Source: an optimization exercise on an open RTL-to-GDS flow (aim: small area, a short achievable clock period and few clock cycles per item). Production flows keep margins and buffers that such runs may drop.
Only simulation tests tie the RTL to the original design; equivalence was not proved.
Power and IR drop assume default switching activity.

job 657:
## pipelined_sorter
module pipelined_sorter #(
   parameter int WIDTH  = 32,
   parameter int N      = 8,
   parameter int SIGNED = 1,
   parameter int TW     = (N < 2) ? 1 : $clog2(N)
) (
   input  logic                   clk,
   input  logic                   rst_n,
   input  logic                   in_valid,
   output logic                   in_ready,
   input  logic [N*WIDTH-1:0]     in_data,
   input  logic                   in_descend,
   output logic                   out_valid,
   input  logic                   out_ready,
   output logic [N*TW-1:0]        out_tag,
   output logic [N*WIDTH-1:0]     out_data
);
Size: roughly 590 flip-flops, ~540 I/O pins.
==> flow/config.mk <==
export PLATFORM = sky130hd
export DESIGN_NAME = pipelined_sorter
export DESIGN_NICKNAME = pipelined_sorter
export VERILOG_FILES = /design/flow/design.v
export SDC_FILE = /design/flow/constraint.sdc
export NUM_CORES = 4
export LEC_CHECK = 0
export ABC_AREA = 1
export CAP_MARGIN = 20
export CORE_MARGIN = 2
export CORE_UTILIZATION = 35
export CTS_BUF_LIST = sky130_fd_sc_hd__clkbuf_4 sky130_fd_sc_hd__clkbuf_8
export PLACE_DENSITY = 0.45
export SETUP_SLACK_MARGIN = 2.5
export SLEW_MARGIN = 20
==> flow/constraint.sdc <==
create_clock -name core_clock -period 5.0 [get_ports {clk}]
set_input_delay 1.0000 -clock core_clock [delete_from_list [all_inputs] [get_ports {clk}]]
set_output_delay 1.0000 -clock core_clock [all_outputs]
set_load 0.01 [all_outputs]
standard.sh (not shown) runs the stock make flow with config.mk's settings and CLKGATE_MAP_FILE= SYNTH_SCRIPT=/design/flow/synth_recipe.tcl, a recipe that flattens the netlist after the stock synthesis.
==> flow/flow/run.sh <==
#!/bin/bash
# Own layout flow: the standard ORFS flow (standard.sh), with the ports buffered by plain
# buffers (buf_2) instead of the default delay-buffer pick, and the resizer free to change a
# cell's footprint (so port buffers and other cells can be resized to any equivalent cell).
set -euo pipefail
bash standard.sh \
   MATCH_CELL_FOOTPRINT=0 \
   "BUFFER_PORTS_ARGS=-buffer_cell sky130_fd_sc_hd__buf_2" \
   finish > standard.log 2>&1
Job 657 went all the way through the flow, and no timing, DRC or antenna check failed.
Testbench counts of job 657, summed over its fixed seeds: cycles 16,016, items 16,000.
Inputs modified between job 657 and job 9826:
Settings: swapping 35 for 45 in CORE_UTILIZATION; swapping 0.45 for 0.55 in PLACE_DENSITY; swapping 2.5 for 2.35 in SETUP_SLACK_MARGIN.
==> flow/flow/run.sh <==
#!/bin/bash
# Own layout flow: the standard ORFS flow (standard.sh), with the ports buffered by plain
# buffers (buf_1) instead of the default delay-buffer pick, and the resizer free to change a
# cell's footprint (so port buffers and other cells can be resized to any equivalent cell).
set -euo pipefail
bash standard.sh \
   MATCH_CELL_FOOTPRINT=0 \
   "BUFFER_PORTS_ARGS=-buffer_cell sky130_fd_sc_hd__buf_1" \
   finish > standard.log 2>&1
Looking at the reports, job 9826 completed the entire flow and the layout it produced met the timing, design-rule and antenna checks. | area overhead of the layout relative to synthesis | higher: job 657 |. Measured against each other, job 657 and job 9826 differ in proportion of power drawn by combinational gates, the higher figure coming from job 657. Job 657 fits on a die that is larger than the die of job 9826. Job 657 → job 9826: clock sink count closely matched the old numbers; share of total power in the clock network increased by 0.2 points relative to the old numbers.
### job 9826 -> job 6290
Settings: PLACE_DENSITY now 0.6, was 0.55; CORE_UTILIZATION now 35, was 45.
==> flow/flow/run.sh <==
#!/bin/bash
# Own layout flow: the standard ORFS flow (standard.sh), with the ports buffered by plain
# buffers (buf_2) instead of the default delay-buffer pick, and the resizer free to change a
# cell's footprint (so port buffers and other cells can be resized to any equivalent cell).
set -euo pipefail
bash standard.sh \
   MATCH_CELL_FOOTPRINT=0 \
   "BUFFER_PORTS_ARGS=-buffer_cell sky130_fd_sc_hd__buf_2" \
   finish > standard.log 2>&1
==> run notes <==
Compared with job 9826, job 6290 shows a design area that is 310 um^2 higher.
Overall power after layout grows slightly when moving from job 9826 to job 6290.
Changes observed in job 6290 relative to job 9826: detailed-route via count higher, fraction of area in registers roughly the same, share of the core filled with cells in the final layout lower, largest net degree at the start of global routing lower.

* * *

The RTL this note starts from:
==> flow/design.v <==
module cas_cell #(
   parameter int WIDTH = 32
) (
   input  logic [WIDTH-1:0] a,
   input  logic [WIDTH-1:0] b,
   input  logic             dir,
   output logic             p
);
   logic [WIDTH-1:0] x, y, g, e, g2, e2;
   always_comb begin
      x = {b[WIDTH-1], a[WIDTH-2:0]};
      y = {a[WIDTH-1], b[WIDTH-2:0]};
      g = x & ~y;
      e = ~(x ^ y);
      for (int s = 1; s < WIDTH; s = s * 2) begin
         g2 = g;
         e2 = e;
         for (int k = 0; k < WIDTH; k++)
            if ((k % (2 * s)) == (2 * s - 1)) begin
               g2[k] = g[k] | (e[k] & g[k-s]);
               e2[k] = e[k] & e[k-s];
            end
         g = g2;
         e = e2;
      end
   end
   assign p = dir ? (g[WIDTH-1] | e[WIDTH-1]) : !g[WIDTH-1];
endmodule
module cnt7_onehot (
   input  logic [6:0] v,
   output logic [7:0] c
);
   logic [7:0] s0, s1, s2, s3, s4, s5, t;
   always_comb begin
      s0 = {1'b0, v};
      s1 = s0;
      for (int k = 0; k < 8; k += 2) begin
         s1[k] = s0[k] | s0[k+1]; s1[k+1] = s0[k] & s0[k+1];
      end
      s2 = s1;
      for (int k = 0; k < 8; k += 4) begin
         s2[k]   = s1[k]   | s1[k+2]; s2[k+2] = s1[k]   & s1[k+2];
         s2[k+1] = s1[k+1] | s1[k+3]; s2[k+3] = s1[k+1] & s1[k+3];
      end
      s3 = s2;
      for (int k = 0; k < 8; k += 4) begin
         s3[k+1] = s2[k+1] | s2[k+2]; s3[k+2] = s2[k+1] & s2[k+2];
      end
      s4 = s3;
      for (int k = 0; k < 4; k++) begin
         s4[k] = s3[k] | s3[k+4]; s4[k+4] = s3[k] & s3[k+4];
      end
      s5 = s4;
      s5[2] = s4[2] | s4[4]; s5[4] = s4[2] & s4[4];
      s5[3] = s4[3] | s4[5]; s5[5] = s4[3] & s4[5];
      t = s5;
      t[1] = s5[1] | s5[2]; t[2] = s5[1] & s5[2];
      t[3] = s5[3] | s5[4]; t[4] = s5[3] & s5[4];
      t[5] = s5[5] | s5[6]; t[6] = s5[5] & s5[6];
      c[0] = !t[0];
      for (int r = 1; r < 8; r++) c[r] = t[r-1] & !t[r];
   end
endmodule
module pipelined_sorter #(
   parameter int WIDTH  = 32,
   parameter int N      = 8,
   parameter int SIGNED = 1,
   parameter int TW     = (N < 2) ? 1 : $clog2(N)
) (
   input  logic                   clk,
   input  logic                   rst_n,
   input  logic                   in_valid,
   output logic                   in_ready,
   input  logic [N*WIDTH-1:0]     in_data,
   input  logic                   in_descend,
   output logic                   out_valid,
   input  logic                   out_ready,
   output logic [N*TW-1:0]        out_tag,
   output logic [N*WIDTH-1:0]     out_data
);
   localparam int VW = N * WIDTH;
   localparam int TV = N * TW;
   localparam int NP = N * (N - 1) / 2;
   logic [NP-1:0]   prec;      
   logic [NP-1:0]   prec_q;
   logic [VW-1:0]   key_q;
   logic            vld_q;
   logic [N*N-1:0]  bef;
   logic [N*N-1:0]  sel;       
   logic [VW-1:0]   dat_d;
   logic [TV-1:0]   tag_d;
   logic [VW-1:0]   dat_q;
   logic [TV-1:0]   tag_q;
   logic            ovld_q;
   logic            adv;
   assign out_valid = ovld_q;
   assign out_data  = dat_q;
   assign out_tag   = tag_q;
   assign adv       = !ovld_q || out_ready;
   assign in_ready  = adv;
   genvar i, j;
   generate
      for (i = 0; i < N; i = i + 1) begin : g_row
         for (j = i + 1; j < N; j = j + 1) begin : g_col
            localparam int K = i * N - i * (i + 1) / 2 + (j - i - 1);
            cas_cell #(.WIDTH(WIDTH)) u_cmp (
               .a   (in_data[i*WIDTH +: WIDTH]),
               .b   (in_data[j*WIDTH +: WIDTH]),
               .dir (in_descend),
               .p   (prec[K])
            );
            assign bef[j*N+i] = prec_q[K];
            assign bef[i*N+j] = !prec_q[K];
         end
         assign bef[i*N+i] = 1'b0;
      end
      for (i = 0; i < N; i = i + 1) begin : g_rank
         logic [N-2:0] v;
         for (j = 0; j < N; j = j + 1) begin : g_v
            if (j < i)      begin : g_lo assign v[j]   = bef[i*N+j]; end
            else if (j > i) begin : g_hi assign v[j-1] = bef[i*N+j]; end
         end
         cnt7_onehot u_cnt (.v(v), .c(sel[i*N +: N]));
      end
   endgenerate
   always_comb begin
      dat_d = '0;
      tag_d = '0;
      for (int p = 0; p < N; p++) begin
         for (int a = 0; a < N; a++) begin
            dat_d[p*WIDTH +: WIDTH] = dat_d[p*WIDTH +: WIDTH]
                                      | ({WIDTH{sel[a*N+p]}} & key_q[a*WIDTH +: WIDTH]);
            tag_d[p*TW +: TW]       = tag_d[p*TW +: TW] | ({TW{sel[a*N+p]}} & TW'(a));
         end
      end
   end
   always_ff @(posedge clk or negedge rst_n) begin
      if (!rst_n) begin
         vld_q  <= 1'b0;
         ovld_q <= 1'b0;
      end else if (adv) begin
         vld_q  <= in_valid;
         ovld_q <= vld_q;
      end
   end
   always_ff @(posedge clk) begin
      if (adv) begin
         key_q  <= in_data;
         prec_q <= prec;
         dat_q  <= dat_d;
         tag_q  <= tag_d;
      end
   end
endmodule
export LEC_CHECK = 0
export CAP_MARGIN = 20
export CORE_MARGIN = 2
export CORE_UTILIZATION = 35
export PLACE_DENSITY = 0.45
export SETUP_SLACK_MARGIN = 2.0
export SLEW_MARGIN = 20
create_clock -name core_clock -period 5.0 [get_ports {clk}]
==> flow/flow/run.sh <==
#!/bin/bash
# Own layout flow: the standard ORFS flow (standard.sh), with the ports buffered by plain
# buffers (buf_2) instead of the default delay-buffer pick, and the resizer free to change a
# cell's footprint (so port buffers and other cells can be resized to any equivalent cell).
set -euo pipefail
bash standard.sh \
   MATCH_CELL_FOOTPRINT=0 \
   "BUFFER_PORTS_ARGS=-buffer_cell sky130_fd_sc_hd__buf_2" \
   finish > standard.log 2>&1
Testbench counts at the start, summed over its fixed seeds: cycles 16,016, items 16,000.
==> next run, changes <==
==> flow/flow/run.sh (replaced) <==
#!/bin/bash
# Own layout flow: the standard ORFS flow (standard.sh), with the ports buffered by plain
# buffers (buf_1) instead of the default delay-buffer pick, and the resizer free to change a
# cell's footprint (so port buffers and other cells can be resized to any equivalent cell).
set -euo pipefail
bash standard.sh \
   MATCH_CELL_FOOTPRINT=0 \
   "BUFFER_PORTS_ARGS=-buffer_cell sky130_fd_sc_hd__buf_1" \
   finish > standard.log 2>&1
--- a/flow/config.mk
+++ b/flow/config.mk
@@ -8,6 +8,6 @@
 export CAP_MARGIN = 20
 export CORE_MARGIN = 2
-export CORE_UTILIZATION = 35
-export PLACE_DENSITY = 0.45
+export CORE_UTILIZATION = 45
+export PLACE_DENSITY = 0.55
 export SETUP_SLACK_MARGIN = 2.0
 export SLEW_MARGIN = 20
Outcome:
- worst setup slack gets worse by 0.089 ns
- count of clock-buffer cells in the layout goes down by 5
- routed wire length drops by a little under a tenth
- final area fell slightly
- power shrinks by a few percent
- first-iteration DRC count rose by roughly a tenth
- global-route usage rises by 6.4 points
- via count went up slightly
- combinational power is about the same
- critical path depth grows by 4

* * *

Setup of the reference run:
RTL: one of the versions met above, not the one the previous note started from.
For scale: roughly 590 flip-flops.
clock: 5.0 ns
lec_check: 0
abc_area: 1
cap_margin: 20
core_margin: 2
core_utilization: 35
cts_buf_list: sky130_fd_sc_hd__clkbuf_4 sky130_fd_sc_hd__clkbuf_8
place_density: 0.45
setup_slack_margin: 2.35
slew_margin: 20
==> flow/flow/run.sh <==
#!/bin/bash
# Own layout flow: the standard ORFS flow (standard.sh), with the ports buffered by plain
# buffers (buf_2) instead of the default delay-buffer pick, and the resizer free to change a
# cell's footprint (so port buffers and other cells can be resized to any equivalent cell).
set -euo pipefail
bash standard.sh \
   MATCH_CELL_FOOTPRINT=0 \
   "BUFFER_PORTS_ARGS=-buffer_cell sky130_fd_sc_hd__buf_2" \
   finish > standard.log 2>&1
The reference run: flow completed, timing, DRC and antenna clean
Testbench counts of the reference run, summed over its fixed seeds: cycles 16,016, items 16,000.
Here is what was changed in the inputs of the trial run compared with the reference run.
Settings: removing CTS_BUF_LIST (formerly sky130_fd_sc_hd__clkbuf_4 sky130_fd_sc_hd__clkbuf_8); changing SETUP_SLACK_MARGIN from 2.35 to 2.3.
[summary]
Delta (the trial run minus the reference run): cell area increased by 2.2% relative to the old numbers, critical path depth increased by 9 relative to the old numbers, share of the clock period used by the worst path closely matched the old numbers. Between the trial run and the reference run, the net count of the finished layout does not differ in any meaningful way. Comparing the reference run against the trial run, there is no change at all in number of buffers inserted by port buffering. X dimension of the die: the reference run vs the trial run identical. Re fraction of final layout cells sized beyond drive strength 1: the reference run was lower than the trial run.

* * *

Starting RTL as in the previous note.
==> flow/config.mk <==
export PLATFORM = sky130hd
export DESIGN_NAME = pipelined_sorter
export DESIGN_NICKNAME = pipelined_sorter
export VERILOG_FILES = /design/flow/design.v
export SDC_FILE = /design/flow/constraint.sdc
export NUM_CORES = 4
export LEC_CHECK = 0
export ABC_AREA = 1
export CAP_MARGIN = 5
export CORE_MARGIN = 2
export CORE_UTILIZATION = 35
export CTS_BUF_LIST = sky130_fd_sc_hd__clkbuf_4 sky130_fd_sc_hd__clkbuf_8
export PLACE_DENSITY = 0.45
export SETUP_SLACK_MARGIN = 2.35
export SLEW_MARGIN = 5
==> flow/constraint.sdc <==
create_clock -name core_clock -period 5.0 [get_ports {clk}]
set_input_delay 1.0000 -clock core_clock [delete_from_list [all_inputs] [get_ports {clk}]]
set_output_delay 1.0000 -clock core_clock [all_outputs]
set_load 0.01 [all_outputs]
Scripts as last shown in full above: flow/flow/run.sh
Testbench counts at the start, summed over its fixed seeds: cycles 16,016, items 16,000.
Then changed:
==> flow/flow/run.sh (replaced) <==
#!/bin/bash
# Own layout flow: the standard ORFS flow (standard.sh), with the ports buffered by plain
# buffers (buf_1) instead of the default delay-buffer pick, and the resizer free to change a
# cell's footprint (so port buffers and other cells can be resized to any equivalent cell).
set -euo pipefail
bash standard.sh \
   MATCH_CELL_FOOTPRINT=0 \
   "BUFFER_PORTS_ARGS=-buffer_cell sky130_fd_sc_hd__buf_1" \
   finish > standard.log 2>&1
- CAP_MARGIN: 5 -> 20
- CORE_UTILIZATION: 35 -> 40
- PLACE_DENSITY: 0.45 -> 0.6
- SLEW_MARGIN: 5 -> 20
Register-to-register slack loses 0.09 ns.
Setup slack hardly moves.
Cell area shrinks by a few percent.

[port drivers added, routing unchanged]
In the flow no input, the clock included, has a driving cell. The finished layouts below were timed again as built, in two steps. Step 1: set_driving_cell puts a clkbuf_16 on clk and a buf_2 on each other input, an assumption about the parent block. Step 2 also shifts input and output timing later by t, the mid clock arrival at the registers, as if the neighbouring blocks saw the same clock. a / b / c = ideal / step 1 / step 2; a / b = the first two.
| run | t, ns | slack for setup (ns) | worst hold slack (ns) | worst setup path after step 2 | pins driven straight from the clock port |
|---|---|---|---|---|---|
| job 657 | 0.879 | 2.313 / 2.248 / 1.593 | 0.361 / 0.345 / 0.452 | input to register | 1 |
| job 9826 | 0.845 | 2.184 / 2.117 / 1.501 | 0.407 / 0.369 / 0.452 | input to register | 1 |
| job 6290 | 0.867 | 2.265 / 2.297 / 1.453 | 0.391 / 0.341 / 0.450 | input to register | 1 |
| the first run of note 2 | 0.754 | 1.934 / 1.934 / 1.287 | 0.106 / 0.045 / 0.477 | input to register | 1 |
| the second run of note 2 | 0.756 | 1.845 / 1.845 / 1.243 | 0.084 / 0.036 / 0.479 | input to register | 1 |
| the reference run | 0.899 | 2.280 / 2.209 / 1.480 | 0.365 / 0.320 / 0.452 | input to register | 1 |
| the trial run | 0.743 | 2.279 / 2.296 / 1.553 | 0.101 / 0.060 / 0.450 | input to register | 1 |
| the first run of note 4 | 0.897 | 2.282 / 2.213 / 1.494 | 0.367 / 0.328 / 0.452 | input to register | 1 |
| the second run of note 4 | 0.870 | 2.281 / 2.281 / 1.456 | 0.419 / 0.381 / 0.459 | input to register | 1 |
After both steps every run listed still meets setup and hold. The setup slack of the second run of note 4, which loses most, moves by 0.000 ns with the drivers and by -0.825 ns with both steps.
